From an optimization exercise on the open Yosys and OpenROAD flow, aimed at small area, a short achievable clock period and few clock cycles per item; shortcuts taken in it are not production practice.
Only simulation tests tie the RTL to the original design; equivalence was not proved.
Power figures rest on the tool's default switching activity, not on a simulated workload.

== wip/lagoon ==
## best_fit_block_allocator
module best_fit_block_allocator (
  input  wire logic        clk,
  input  wire logic        rst_n,
  input  wire logic        in_tvalid,
  output logic             in_tready,
  input  wire logic [31:0] in_tdata,
  output logic             out_tvalid,
  input  wire logic        out_tready,
  output logic [31:0]      out_tdata
);
==> flow/config.mk <==
export PLATFORM = sky130hd
export DESIGN_NAME = best_fit_block_allocator
export DESIGN_NICKNAME = best_fit_block_allocator
export VERILOG_FILES = /design/flow/design.v
export SDC_FILE = /design/flow/constraint.sdc
export NUM_CORES = 4
export LEC_CHECK = 0
export CAP_MARGIN = 20
export CORE_MARGIN = 2
export CORE_UTILIZATION = 40
export SETUP_SLACK_MARGIN = 4.3
export SLEW_MARGIN = 20
export SYNTH_HIERARCHICAL = 1
export SYNTH_MINIMUM_KEEP_SIZE = 0
==> flow/constraint.sdc <==
create_clock -name core_clock -period 7.0 [get_ports {clk}]
set_input_delay 1.4000 -clock core_clock [delete_from_list [all_inputs] [get_ports {clk}]]
set_output_delay 1.4000 -clock core_clock [all_outputs]
set_load 0.01 [all_outputs]
run.sh (not shown) runs the stock make flow with config.mk's settings and CLKGATE_MAP_FILE= SYNTH_SCRIPT=/design/flow/synth_recipe.tcl, a recipe that flattens the netlist after the stock synthesis.
wip/lagoon ended with every stage complete and zero timing, DRC or antenna violations.
Testbench counts of wip/lagoon, summed over its fixed seeds: cycles 7,134, items 7,094.
--- input diff wip/lagoon..wip/nickel ---
Settings: clearing SYNTH_MINIMUM_KEEP_SIZE, which used to be 0; swapping 4.3 for 3.8 in SETUP_SLACK_MARGIN; clearing SYNTH_HIERARCHICAL, which used to be 1.
Compared with wip/lagoon, wip/nickel is hungrier on power.
Compared to wip/lagoon, the router laid down more metal wire for wip/nickel.
Average cell area after synthesis: wip/nickel > wip/lagoon
Row count (lower): wip/nickel
wip/lagoon → wip/nickel: xor/xnor cell area share of the yosys netlist held, number of non-clock inverters in the layout went down 154, cell area after layout went down 6.3%, portion of total power attributed to combinational logic went down 1.0 points.
What wip/delta does differently from wip/nickel at the input level:
Settings: CTS_CLUSTER_DIAMETER: unset -> 60; CTS_CLUSTER_SIZE: unset -> 30; SYNTH_HIERARCHICAL: unset -> 1; SYNTH_MINIMUM_KEEP_SIZE: unset -> 0; SETUP_SLACK_MARGIN: 3.8 -> 4.3; PLACE_DENSITY: unset -> 0.7; CTS_BUF_LIST: unset -> sky130_fd_sc_hd__clkbuf_16.
==> run notes <==
- wip/delta — utilization 0.17 points lower, wip/nickel as reference
- Critical path startpoint: ir_d[10] -> wip/delta, ir_d[1] -> wip/nickel
- Delta (wip/delta minus wip/nickel): post-synthesis share of cell area spent on full adders, half adders and majority gates saw an increase, chip height increased about 2.7%, final worst slack higher.

* * *

best_fit_block_allocator again, from the RTL that the note above started with.
==> flow/config.mk <==
export PLATFORM = sky130hd
export DESIGN_NAME = best_fit_block_allocator
export DESIGN_NICKNAME = best_fit_block_allocator
export VERILOG_FILES = /design/flow/design.v
export SDC_FILE = /design/flow/constraint.sdc
export NUM_CORES = 4
export LEC_CHECK = 0
export CAP_MARGIN = 20
export CORE_MARGIN = 2
export CORE_UTILIZATION = 40
export PLACE_DENSITY = 0.7
export SETUP_SLACK_MARGIN = 4.4
export SLEW_MARGIN = 20
export SYNTH_HIERARCHICAL = 1
export SYNTH_MINIMUM_KEEP_SIZE = 0
==> flow/constraint.sdc <==
create_clock -name core_clock -period 7.0 [get_ports {clk}]
set_input_delay 1.4000 -clock core_clock [delete_from_list [all_inputs] [get_ports {clk}]]
set_output_delay 1.4000 -clock core_clock [all_outputs]
set_load 0.01 [all_outputs]
The baseline completed with no timing, DRC or antenna violations.
Testbench counts at the start, summed over its fixed seeds: cycles 7,134, items 7,094.
Edit:
--- a/flow/config.mk
+++ b/flow/config.mk
@@ -11,2 +11,4 @@
-export PLACE_DENSITY = 0.7
-export SETUP_SLACK_MARGIN = 4.4
+export CTS_BUF_LIST = sky130_fd_sc_hd__clkbuf_16
+export CTS_CLUSTER_DIAMETER = 60
+export CTS_CLUSTER_SIZE = 30
+export SETUP_SLACK_MARGIN = 4.3
=> Global-route usage climbs by 0.24 points. Design area drops by 3.2%. Sequential power is about the same. Clock-buffer cell count drops by 34. Critical path depth climbs by 3. Utilization drops by 1.6 points. Setup slack improved by 0.051 ns. Clock skew climbs by 0.0050 ns. Power drops by 6.4%.
Edit:
--- a/flow/config.mk
+++ b/flow/config.mk
@@ -14 +14,2 @@
-export SETUP_SLACK_MARGIN = 4.3
+export PLACE_DENSITY = 0.7
+export SETUP_SLACK_MARGIN = 4.4
Outcome: The new run finished with timing, DRC and antenna clean. Setup slack gets worse by 0.041 ns. Critical path depth decreases by 1. Sequential cell count is unchanged.

## what the ideal ports hide
In the flow no input, the clock included, has a driving cell. The finished layouts below were timed again as built, in two steps. Step 1, drivers: a clkbuf_16 drives clk and a buf_2 each remaining input, both assumed. Step 2 also shifts input and output timing later by t, the mid clock arrival at the registers, as if the neighbouring blocks saw the same clock. Three values: no drivers, after step 1, after step 2; two values: the first two.
run | t, ns | setup slack, ns | clock arrival spread, ns | slew at the worst register clock pin (ns)
wip/lagoon | 0.718 | 4.216 / 4.216 / 3.804 | 0.045 / 0.045 | 0.07 / 0.07
wip/nickel | 0.730 | 3.764 / 3.764 / 3.764 | 0.049 / 0.048 | 0.07 / 0.07
wip/delta | 0.734 | 4.184 / 4.184 / 3.643 | 0.058 / 0.057 | 0.10 / 0.10
the first run of note 2 | 0.714 | 4.114 / 4.114 / 3.864 | 0.041 / 0.042 | 0.07 / 0.07
the second run of note 2 | 0.744 | 4.165 / 4.165 / 3.793 | 0.048 / 0.047 | 0.10 / 0.10
the third run of note 2 | 0.736 | 4.124 / 4.124 / 3.865 | 0.041 / 0.041 | 0.10 / 0.10
After both steps setup and hold are still met in every run listed. The setup slack of wip/delta, which loses most, moves by 0.000 ns with the drivers and by -0.541 ns with both steps.
